What follows belongs to an exercise in optimizing a design on an open flow for small area and a short achievable clock period; a production flow would make more cautious choices.
Only simulation tests tie the RTL to the original design; equivalence was not proved.

File: flow/run.sh
#!/bin/bash
# synth_recipe.tcl (not shown) runs the flow's synth.tcl, then flattens the netlist and writes it again
# the make line also repeats each setting of config.mk as NAME=value (left out here)
make -C /OpenROAD-flow-scripts/flow DESIGN_CONFIG=/design/flow/config.mk WORK_HOME=/design/flow/orfs CLKGATE_MAP_FILE= SYNTH_SCRIPT=/design/flow/synth_recipe.tcl finish
File: flow/config.mk
export PLATFORM = sky130hd
export DESIGN_NAME = mac_simd
export DESIGN_NICKNAME = mac_simd
export VERILOG_FILES = /design/flow/design.v
export SDC_FILE = /design/flow/constraint.sdc
export NUM_CORES = 4
export LEC_CHECK = 0
export CAP_MARGIN = 20
export CORE_MARGIN = 2
export CORE_UTILIZATION = 40
export SLEW_MARGIN = 20
File: flow/constraint.sdc
create_clock -name core_clock -period 10.5 [get_ports {clk}]
set_input_delay 2.1000 -clock core_clock [delete_from_list [all_inputs] [get_ports {clk}]]
set_output_delay 2.1000 -clock core_clock [all_outputs]
set_load 0.01 [all_outputs]
File: flow/design.v
module mac_unit_simd #(
   parameter int DATA_W   = 32,
   parameter int LANES    = 1,
   parameter int ACC_W    = 2*DATA_W+8,
   parameter bit SATURATE = 1'b1
) (
   input  logic                    clk,
   input  logic                    rst,
   input  logic                    en,
   input  logic                    mul_mac_signal,
   input  logic                    clr,
   input  logic [LANES*DATA_W-1:0] a,
   input  logic [LANES*DATA_W-1:0] b,
   output logic [LANES*DATA_W-1:0] o,
   output logic                    out_valid,
   output logic [LANES-1:0]        ovf
);
   localparam int PW = 2*DATA_W;
   localparam logic [DATA_W-1:0] SMAX = {1'b0, {(DATA_W-1){1'b1}}};
   localparam logic [DATA_W-1:0] SMIN = ~SMAX;
   logic [LANES-1:0][PW-1:0]    prod_q;
   logic [LANES-1:0][PW-1:0]    prod_d;
   logic                        en_s1_q, mode_s1_q, clr_s1_q;
   logic [LANES-1:0][ACC_W-1:0] acc_q;
   logic [LANES-1:0][ACC_W-1:0] acc_d;
   logic [LANES-1:0][ACC_W-1:0] pext;
   logic [LANES-1:0]            fits;
   logic [LANES-1:0][DATA_W-1:0] fitv;
   logic [LANES*DATA_W-1:0]     o_q, o_d;
   logic [LANES-1:0]            ovf_q, ovf_d;
   logic                        out_valid_q;
   logic                        upd;
   always_comb begin
      for (int l = 0; l < LANES; l++)
         prod_d[l] = PW'($signed(a[l*DATA_W +: DATA_W])) * PW'($signed(b[l*DATA_W +: DATA_W]));
   end
   always_ff @(posedge clk) begin
      if (!rst) begin
         prod_q    <= '0;
         en_s1_q   <= 1'b0;
         mode_s1_q <= 1'b0;
         clr_s1_q  <= 1'b0;
      end else begin
         en_s1_q  <= en;
         clr_s1_q <= clr;
         if (en) begin
            prod_q    <= prod_d;
            mode_s1_q <= mul_mac_signal;
         end
      end
   end
   always_comb begin
      upd   = en_s1_q | clr_s1_q;
      o_d   = o_q;
      ovf_d = ovf_q;
      for (int l = 0; l < LANES; l++) begin
         pext[l]  = ACC_W'($signed(prod_q[l]));
         acc_d[l] = clr_s1_q ? (en_s1_q ? pext[l] : '0)
                  : en_s1_q  ? (mode_s1_q ? acc_q[l] + pext[l] : pext[l])
                  : acc_q[l];
         fits[l]  = (acc_d[l][ACC_W-1:DATA_W-1] == '0) || (acc_d[l][ACC_W-1:DATA_W-1] == '1);
         fitv[l]  = (SATURATE && !fits[l]) ? (acc_d[l][ACC_W-1] ? SMIN : SMAX) : acc_d[l][DATA_W-1:0];
         o_d[l*DATA_W +: DATA_W] = upd ? fitv[l] : o_q[l*DATA_W +: DATA_W];
         ovf_d[l] = (~clr_s1_q & ovf_q[l]) | (upd & ~fits[l]);
      end
   end
   always_ff @(posedge clk) begin
      if (!rst) begin
         acc_q       <= '0;
         o_q         <= '0;
         ovf_q       <= '0;
         out_valid_q <= 1'b0;
      end else begin
         acc_q       <= acc_d;
         o_q         <= o_d;
         ovf_q       <= ovf_d;
         out_valid_q <= en_s1_q;
      end
   end
   assign o         = o_q;
   assign ovf       = ovf_q;
   assign out_valid = out_valid_q;
endmodule
module mac_simd (
   input  logic        clk,
   input  logic        rst,
   input  logic        en,
   input  logic        mul_mac_signal,
   input  logic        clr,
   input  logic [63:0] a,
   input  logic [63:0] b,
   output logic [63:0] o,
   output logic        out_valid,
   output logic [1:0]  ovf
);
   mac_unit_simd #(.DATA_W(32), .LANES(2), .SATURATE(1'b1)) u_mac (
      .clk(clk), .rst(rst), .en(en), .mul_mac_signal(mul_mac_signal), .clr(clr),
      .a(a), .b(b), .o(o), .out_valid(out_valid), .ovf(ovf)
   );
endmodule
==> reports/metrics.yaml <==
fin_crit_sh_pct: 97.09
fin_skew_ps: 22.13
firstDrtPassIters: 6
die_w_um: 491.7
setup_viol: 0
place_area_um2: 104100
slew_violations: 0
cts.sinks: 342
drc: 0
clk_pin_slew_ps: 60
numPortBuffers: 199
die_h_um: 491.7
htree_num_levels: 2
hp-class: "flip-flop to flip-flop"
tritoncts: "yes"
clkLatencyLatePin_ps: 600
die_area_um2: 241700
min_period_ps: 10190
place_inst: 13950
worst-path-max-fanout: 10
crit_path_frequent_cell: "fa_1"
grt_overflow_total: 0
synth_edf_count: 0
wire_per_inst_um: 20.28
io_pins: 200
final_nets: 13640
grt_pass1_vias: 80910
antenna_found_initial: 3
root_buffer: "clkbuf_16"
stdcell_area_um2: 105600
syn_nets: 13480
rows: 179
multi_input_area_um2: 78530
ant_nets: 0
end_kind: "flip-flop"
grt_pass1_wl_mm: 459.9
relSlewSlack_pct: 28.50
avgSynthCellArea_um2: 8.911
grt_max_degree: 112
rsz0062_at_grt: "yes"
hold_viol_final: 0
regArea_um2: 6848
grt_util_all_layers_pct: 24.07
crit_slowest_cell: "clkdlybuf4s50_1"
dr.first_iter.drc_count: 4517
initial_core_util_pct: 40.11
worstMarginPinSlew_ps: 1072
cp.required_ps: 10930
vias_per_cell: 5.268
clk_path_buf_depth: 3
reg2reg_setup_slack_ps: 4440
critPathLaunchType: "input pin"
hpwlAfterDp_mm: 242.0
route.vias.total: 73910
gp_congestion: 0.9342
cts_made_buffers: 43
drt-total-wl_mm: 284.5
drive_gt1_share_pct: 6.161
stdcell_count: 14030
synth_seq_area_share_pct: 7.197
syn_inst: 10680
crit_arrival_ps: 10630
ys_ff_latch: 342
setup.worst_path.class: "input pin to flip-flop"
ys.flop_type: "dfxtp_1"
syn_to_final_growth_pct: 11.04
synthDistinctLibCells: 99
async_flop_share_pct: 0
status: "timing/DRC/antenna clean"
max_freq_mhz: 98.09
max_stage_delay_ps: 660
drv_cap: 0
fill_cells: 22920
ys_warn_count: 1
syn_area_um2: 95120
core_um2: 237200
cell usage after synthesis (all sizes together), types with 45 or more instances:
library cell / n / area share, %
clkbuf: 553 / 2.2
nand3: 75 / 0.39
o21a: 48 / 0.38
nand4: 96 / 0.63
a211oi: 75 / 0.75
xor2: 87 / 0.80
a31oi: 45 / 0.30
a21oi: 396 / 2.1
dfxtp: 342 / 7.2
nand2b: 47 / 0.31
nor2: 470 / 1.9
o21bai: 47 / 0.37
a221o: 46 / 0.48
and2: 1100 / 7.2
o21ai: 309 / 1.6
nand2: 1298 / 5.1
xnor2: 167 / 1.5
buf: 50 / 0.27
inv: 1997 / 7.9
nor3: 52 / 0.27
fa: 2166 / 46
a22oi: 75 / 0.59
mux2i: 105 / 1.1
ha: 510 / 6.7
a21o: 129 / 1.0
layer usage:
metal  wire (µm)  GRT usage [%]  part of all wire [%]  up-vias
met5           0        0.09921                     0        -
met2      136800          40.46                    48     2028
met1      119800          31.67                    42    38370
met4       13770          9.767                   4.8        0
li1            -              -                     -    33050
met3       14130          2.603                   5.0      459
registers in the layout (all words and copies together), names as in the netlist:
register and flops:
u_mac.mode_s1_q 1, u_mac.ovf_q 2, u_mac.out_valid_q 1, u_mac.acc_q 144, u_mac.clr_s1_q 1, u_mac.prod_q 128, u_mac.o_q 64, u_mac.en_s1_q 1
cells by family (layout without fill, tap and decap cells):
| family | after synthesis | after routing | share of synthesized area (%) |
|---|---|---|---|
| adder cells (fa/ha/maj) | 2676 | 2676 | 52.29 |
| flip-flops | 342 | 342 | 7.197 |
| AO/OA/AOI/OAI | 1384 | 1384 | 9.583 |
| XOR/XNOR | 254 | 254 | 2.339 |
| buffers and inverters | 2600 | 2784 | 10.34 |
| AND/OR/NAND/NOR | 3309 | 3309 | 17.09 |
| other | 0 | 4 | 0 |
| multiplexers | 110 | 110 | 1.164 |
worst paths after layout:
check,depth (start not counted),startpoint,to
setup / recovery,31,b[12],u_mac.prod_q[62]
hold / removal,2,u_mac.o_q[63],u_mac.o_q[63]
setup reg to reg,16,u_mac.en_s1_q,u_mac.o_q[39]
hold reg to reg,2,u_mac.o_q[63],u_mac.o_q[63]
metrics by stage:
step / util [%] / setup TNS (ps) / hold WS [ps] / setup WS (ps)
2_1_floorplan: - / 0 / 440.0 / 716.7
3_3_place_gp: 43.90 / -975.3 / 448.1 / -125.8
3_5_place_dp: 43.90 / -1477 / 456.5 / -291.4
4_1_cts: 44.52 / 0 / 469.3 / 311.1
5_1_grt: 44.53 / -56.88 / 498.5 / -56.88
6_report: 44.54 / 0 / 463.9 / 305.6
worst max-delay path: cells and delay by family:
family	cells	cell delay (ps)
AO/OA/AOI/OAI	12	2700
XOR/XNOR	1	160
adder cells (fa/ha/maj)	9	4170
buffers and inverters	7	1280
AND/OR/NAND/NOR	2	220
repair_timing:
item / 4_1_cts / 5_1_grt
endpoints found under the setup margin: 0 / 8
setup buffers: 0 / 0
gates resized for setup: 0 / 5
hold buffers: 0 / 0
layout make-up:
| type | instances | share of cell area, % |
|---|---|---|
| inverter | 1997 | 7.101 |
| antenna | 4 | 0.009476 |
| clock inverter | 19 | 0.2677 |
| multi-input combinational | 7733 | 74.35 |
| timing repair buffer | 710 | 6.902 |
| sequential | 342 | 6.483 |
| clock buffer | 58 | 1.138 |
| tap | 3167 | 3.751 |
layout by cell type (no fill, tap or decap), types with 12 or more instances in the layout:
cell                n
a211oi_2           31
nor4_1             26
mux2i_1           105
dfxtp_1           341
a221o_1            46
o31ai_1            25
nand2_1          1296
a22o_1             21
a41oi_1            12
a211o_1            12
o21ai_1            17
a21o_1            129
o21a_1             48
buf_4             395
nand2b_1           46
and2_1           1099
a31oi_1            44
inv_1            1994
fa_1             2166
clkdlybuf4s50_1   197
o31a_1             13
o21ai_0           289
ha_1              510
a21oi_1           392
nand3_1            75
or3_1              17
nand4_1            96
a211oi_1           44
xor2_1             87
buf_12            117
nor3_1             52
clkbuf_16          43
and3_1             41
o21bai_1           47
o211ai_1           22
xnor2_1           167
a22oi_1            75
nor2b_1            22
nor2_1            465

==> port drivers added, routing unchanged <==
No port has a modelled driver above. Below, the same layout with a new extraction and two added sets of constraints.
Step 1 sets driving cells, clkbuf_16 on the clock port and buf_2 on the other inputs (assumed; they add their load-dependent delay and slew).
Step 2, shift: input delay + t, output delay - t, t = (earliest + latest rising clock arrival at the registers) / 2. This alone moves slack from input paths to output paths.
a / b / c = ideal / step 1 / step 2; a / b = the first two.
t, ns: 0.658
slack for setup (ns): 0.306 / 0.349 / -0.309
clock arrival spread, ns: 0.022 / 0.022
With both steps, setup timing fails in this run, where it was met with ideal ports. The setup slack of this run moves by +0.043 ns with the drivers and by -0.615 ns with both steps.
